Source: an optimization exercise on an open RTL-to-GDS flow (aim: small area). Production flows keep margins and buffers that such runs may drop. Only simulation tests tie the RTL to the original design; equivalence was not proved.

## flow/design.v (module list and top-level ports; edited modules follow where they fit)
// module fse_lms_updater: 1735 lines
// module lms_fa: 4 lines
// module lms_aoi22: 3 lines
// module lms_xnor: 3 lines
// module lms_ha: 4 lines
module fse_lms_updater (
   input  logic         clk,
   input  logic         i_reset,
   input  logic [7:0]   i_is_data_I,
   input  logic [7:0]   i_is_data_Q,
   input  logic         i_ctrl,
   input  logic         i_baud,
   input  logic [11:0]  i_fse_I,
   input  logic [11:0]  i_fse_Q,
   input  logic         i_en_rx,
   input  logic         i_en_lms,
   output logic [71:0]  o_taps_I,
   output logic [71:0]  o_taps_Q,
   output logic         o_en_taps,
   output logic         o_overrun
);
  // ...
==> flow/flow/run.sh <==
#!/bin/bash
# Own layout flow: the standard synthesis (standard.sh synth, unchanged),
# then the drive-1 resizing of flow/downsize.tcl on the synthesized netlist,
# then the standard ORFS layout (standard.sh finish) with minimum-size port
# buffers and a clock tree built without dummy loads from larger sink
# clusters. ORFS writes each tool's full log under orfs/logs/; the output of
# each command run here goes to a log file of its own in this folder.
set -euo pipefail
bash standard.sh synth > make_synth.log 2>&1
R=orfs/results/${FLOW_PLATFORM}/fse_lms_updater/base
LIB_FILE=${FLOW_HOME}/platforms/${FLOW_PLATFORM}/lib/sky130_fd_sc_hd__tt_025C_1v80.lib \
ODB=$R/1_synth.odb MAX_FANOUT=4 \
  openroad -no_init -exit flow/downsize.tcl > downsize.log 2>&1
touch $R/1_synth.sdc
export BUFFER_PORTS_ARGS="-buffer_cell sky130_fd_sc_hd__buf_1"
export CTS_ARGS="-sink_clustering_enable -repair_clock_nets -dont_use_dummy_load -buf_list sky130_fd_sc_hd__clkbuf_16 -sink_clustering_size 36 -sink_clustering_max_diameter 80"
bash standard.sh finish > make_layout.log 2>&1
==> flow/flow/downsize.tcl <==
# Resize the synthesized netlist's logic cells to drive strength 1 where the
# drive-1 cell is smaller and the cell drives few loads (ABC maps the small
# tree cells of the datapath with drive-2 cells). Registers, buffers,
# inverters and clock cells are left alone; the placement's repair_design and
# repair_timing size cells up again where slew or timing need it.
read_liberty $::env(LIB_FILE)
read_db $::env(ODB)
set lib [lindex [get_libs *] 0]
set n 0
set saved 0.0
foreach inst [get_cells *] {
  set m [get_property $inst ref_name]
  if {![regexp {^(sky130_fd_sc_hd__([a-z0-9]+))_([0-9]+)$} $m -> base fn drive]} { continue }
  if {$drive == 1} { continue }
  if {[regexp {^(df|edf|sdf|dl|buf|clk|inv|bufinv|conb|tap|fill|decap|diode|dly|probe|lpflow)} $fn]} { continue }
  set small [get_lib_cells -quiet */${base}_1]
  if {$small eq ""} { continue }
  set a_old [get_property [get_lib_cells */$m] area]
  set a_new [get_property $small area]
  if {$a_new >= $a_old} { continue }
  set fo 0
  foreach p [get_pins -of_objects $inst -filter "direction == output"] {
    set net [get_nets -quiet -of_objects $p]
    if {$net ne ""} { incr fo [llength [get_pins -quiet -of_objects $net -filter "direction == input"]] }
  }
  if {$fo > $::env(MAX_FANOUT)} { continue }
  replace_cell [get_full_name $inst] ${base}_1
  incr n
  set saved [expr {$saved + $a_old - $a_new}]
}
puts "downsize: resized $n cells, saved [format %.1f $saved] um2"
write_db $::env(ODB)
==> flow/standard.sh <==
#!/bin/bash
# synth_recipe.tcl (not shown) runs the flow's synth.tcl, then flattens the netlist and writes it again
# the make line also repeats each setting of config.mk as NAME=value (left out here)
make -C /OpenROAD-flow-scripts/flow DESIGN_CONFIG=/design/flow/config.mk WORK_HOME=/design/flow/orfs CLKGATE_MAP_FILE= SYNTH_SCRIPT=/design/flow/synth_recipe.tcl "${@:-finish}"
==> flow/config.mk <==
export PLATFORM = sky130hd
export DESIGN_NAME = fse_lms_updater
export DESIGN_NICKNAME = fse_lms_updater
export VERILOG_FILES = /design/flow/design.v
export SDC_FILE = /design/flow/constraint.sdc
export NUM_CORES = 4
export LEC_CHECK = 0
export CAP_MARGIN = 20
export CORE_MARGIN = 2
export CORE_UTILIZATION = 40
export SLEW_MARGIN = 20
export SYNTH_HIERARCHICAL = 1
==> flow/constraint.sdc <==
create_clock -name core_clock -period 13.0 [get_ports {clk}]
set_input_delay 2.6000 -clock core_clock [delete_from_list [all_inputs] [get_ports {clk}]]
set_output_delay 2.6000 -clock core_clock [all_outputs]
set_load 0.01 [all_outputs]
==> summary.md, run 1 <==
| Metric | Value |
|---|---|
| Post-CTS sizing | 0 |
| First-pass GRT wire length | 111300 µm |
| Reg2reg setup slack | 1.64 ns |
| FF+latch area | 21020 µm² |
| Grt met1 use | 0.2268 |
| Die span in x | 294.6 µm |
| Setup-failing EPs final | 0 |
| WHS Endpoint | r_aQn[20] |
| Run status | finished clean |
| Post-route worst setup slack | 1.641 ns |
| Tap Count | around 1100 |
| Clock buffer count | 36 |
| Non-clock inverter total of the final layout | around 110 |
| Met3 Usage GRT | 0.03182 |
| Max-slew violations | 0 |
| Placement Setup Slack | 1.672 ns |
| Gr ovfl total | 0 |
| Routed length on met2 | between 30000 and 40000 µm |
| Routability cong. | 0.8432 |
| Fmax | 88.03 MHz |
| Skew-Pair Late Insertion Delay | 0.59 ns |
| Post-Layout Cell Count | 3473 |
| Most frequent cells in the layout | edfxtp_1, fa_1, xnor2_1 |
| Seq Cell Count | 711 |
| Family with the most delay on the worst path | adder cells |
| CP most frequent cell | fa_1 |
| Vias | 18085 |
| Met2 usage | 0.2761 |
| Fraction of area in registers | 0.5691 |
| CP required | 13.31 ns |
| Uppermost routed layer | met4 |
| Initial antenna violation count | 0 |
| CP max stage cell | dfxtp_1 |
| Maximum fanout along the worst path | 15 |
| Die Span Y | 294.6 µm |
| Largest cell class by area | flip-flops and latches |
| Worst reg2reg startpoint | r_rQ[2] |
==> run 2: changes to the inputs <==
--- a/flow/flow/run.sh
+++ b/flow/flow/run.sh
@@ -14,4 +14,4 @@
 touch $R/1_synth.sdc
 export BUFFER_PORTS_ARGS="-buffer_cell sky130_fd_sc_hd__buf_1"
-export CTS_ARGS="-sink_clustering_enable -repair_clock_nets -dont_use_dummy_load -buf_list sky130_fd_sc_hd__clkbuf_16 -sink_clustering_size 36 -sink_clustering_max_diameter 80"
+export CTS_ARGS="-sink_clustering_enable -repair_clock_nets -dont_use_dummy_load -buf_list sky130_fd_sc_hd__clkbuf_16 -sink_clustering_size 30 -sink_clustering_max_diameter 80"
 bash standard.sh finish > make_layout.log 2>&1
==> run 2 against run 1 <==
Worst hold slack lost 0.014 ns. Area after synthesis is the same. Global-route usage is essentially flat.
==> summary.md, run 2 <==
| Metric | Value |
|---|---|
| Area delta synth->final | 9.571% (was 9.349%) |
| Die span in x | 294.6 µm (unchanged) |
| CP required | 13.28 ns (was 13.31 ns) |
| DR vias/cell | 5.217 (was 5.207) |
| Setup fix buffers added after clock tree synthesis | 0 (unchanged) |
| Startpoint Class | flip-flop (unchanged) |
| GRT Util Overall | 0.1666 (was 0.1665) |
| DRC | 0 (unchanged) |
| Setup-failing EPs final | 0 (unchanged) |
| Top Registers | r_aIn x180, r_aQn x180 (unchanged) |
| Layout Nets | 2698 (was 2695) |
| Skew-Pair Late Insertion Delay | 0.60 ns (was 0.59 ns) |
| Die footprint | 86790 µm² (unchanged) |
| Critical Path AT | 11.66 ns (was 11.67 ns) |
| Final Cycle Share | 0.8750 (was 0.8738) |
| Maximum fanout along the worst path | 26 (was 15) |
| H-tree depth | 2 (unchanged) |
| CP max stage delay | 0.89 ns (was 0.85 ns) |
| Initial antenna violation count | 0 (unchanged) |
| Family with the most delay on the worst path | adder cells (unchanged) |
| Final Core Density | 0.4423 (was 0.4414) |
| Post-Syn Area per Cell | 15.93 µm² (unchanged) |
| First-pass GRT wire length | 111400 µm (was 111300 µm) |
| Antenna-violating nets left | 0 (unchanged) |
| Post-CTS sizing | 0 (unchanged) |
| Synth warn | 7 (unchanged) |
| I/O pins | 192 (unchanged) |
| Gr ovfl total | 0 (unchanged) |
| HPWL after DPL | 48940 µm (unchanged) |
| CP max stage cell | dfxtp_1 (unchanged) |
| Row count | 106 (unchanged) |
| Fin Setup TNS | 0 ns (unchanged) |
| Max Buffers Root-to-Sink | 3 (unchanged) |
| CTS buffer count | 39 (was 36) |
| Crit path time final | 11.37 ns (was 11.36 ns) |
| CP most frequent cell | fa_1 (unchanged) |
| Min-Delay Path Class | flip-flop to flip-flop (unchanged) |
| Largest net degree at the start of global routing | 194 (unchanged) |
| Post-synthesis cell count | 2120 (unchanged) |
| Buffers & Inverters on Critical Path | 3 (was 5) |
| Crit Path Category | flip-flop to flip-flop (unchanged) |
| Routability cong. | 0.8432 (unchanged) |
| Initial DRT Pass Iterations | 5 (unchanged) |
| Vias | 18133 (was 18085) |
| Worst setup EP type | flip-flop (unchanged) |
| IO Port Bufs | 191 (unchanged) |
| CTS tree | built (unchanged) |
| Fmax | 87.92 MHz (was 88.03 MHz) |
| RSZ-0062 raised after global routing | false (unchanged) |
| Reg2reg setup slack | 1.63 ns (was 1.64 ns) |
| Routed wire per std cell | 20.77 µm (was 20.75 µm) |
| Post-Syn Area | 33780 µm² (unchanged) |
| Worst Clk Skew | 0.08909 ns (was 0.08657 ns) |
| Maxcap violations | 0 (unchanged) |
| Most common cell after layout, fill and taps aside | edfxtp_1 (unchanged) |
| Run status | finished clean (unchanged) |
| Layout cell share with drive strength beyond 1 | 0.05636 (was 0.05515) |
| Worst-path clk slew | 0.09 ns (about the same) |
| DR iter-0 viols | 1557 (was 1489) |
| Ant diodes | 0 (unchanged) |
| Die Span Y | 294.6 µm (unchanged) |
| Syn nets | 2474 (unchanged) |
| Most frequent cells in the layout | edfxtp_1, fa_1, xnor2_1 (unchanged) |
| Initial Util | 0.4037 (unchanged) |
| Relative slew slack | 0.2864 (was 0.2891) |
| Vias in the first global route | 18662 (was 18672) |
| CTS root buf | clkbuf_16 (unchanged) |
| WL final | 72200 µm (was 72060 µm) |
| Tightest Pin Transition | 1.070 ns (was 1.066 ns) |
| Count of final hold-check violations | 0 (unchanged) |
| Num Clock Sinks | 711 (unchanged) |
| Max-slew violations | 0 (unchanged) |
| Core Area | 83690 µm² (unchanged) |
| Hold Buf Count CTS | 0 (unchanged) |
==> run 2: path summary, 6_finish.rpt <==
kind	start	to	depth (start not counted)
min in group asynchronous	i_reset	r_cnt[1]	2
max in group asynchronous	i_reset	r_cnt[2]	2
setup reg to reg	r_rI[0]	r_aQn[173]	31
hold reg to reg	r_aQn[40]	r_aQn[20]	0
hold / removal	r_aQn[40]	r_aQn[20]	0
setup / recovery	r_rI[0]	r_aQn[173]	31
==> run 2: worst register-to-register path: cells and delay by family (launching register included) <==
family | cells | cell delay, ns
xor gates and xnor gates | 1 | 0.18
DFF | 1 | 0.89
buffers and inverters | 3 | 0.18
adders and majority gates | 20 | 8.08
AOI/OAI and AO/OA | 6 | 1.67
and+or+nand+nor | 1 | 0.15
==> run 2: final cells by class <==
class / count / area (µm²)
inverters: 105 / 404.1
well taps: 1134 / 1419
fillers: 7436 / 46670
multi-input cells: 1259 / 12170
clock buffers: 39 / 975.9
repair buffers: 228 / 1023
flip-flops and latches: 711 / 21020
==> run 2: metrics by stage <==
step                setup slack (ns)  instance area (µm²)  hold slack, ns  std cells
finish                         1.625                37010          0.3387       3476
global route                   1.137                37010          0.3281       3476
CTS                            1.706                37010          0.3324       3476
detailed placement             1.672                36040          0.4045       3437
global placement               1.869                36040          0.4015       3437
floorplan                      1.496                33780          0.4003       2120
==> run 2: layer usage <==
layer	routed length, µm	global-route usage	vias up
met2	34920	0.2751	534
met1	31460	0.2275	9362
li1	-	-	8142
met3	4180	0.03160	95
met4	1634	0.04206	0
met5	0	0	-

==> re-timing with driven ports <==
In the flow no input, the clock included, has a driving cell. The finished layouts below were timed again as built, in two steps. Step 1 assumes that a clkbuf_16 drives the clock port and a buf_2 every other input. Step 2, shift: input delay + t, output delay - t, t = (earliest + latest rising clock arrival at the registers) / 2. This alone moves slack from input paths to output paths. a / b / c = ideal / step 1 / step 2; a / b = the first two.
run | t (ns) | setup WS [ns] | worst hold slack (ns) | worst slew at a driven data input, ns
run 1 | 0.621 | 1.641 / 1.641 / 1.641 | 0.352 / 0.352 / 0.352 | 0.04
run 2 | 0.618 | 1.625 / 1.625 / 1.625 | 0.339 / 0.339 / 0.339 | 0.04
After both steps every run listed still meets setup and hold.
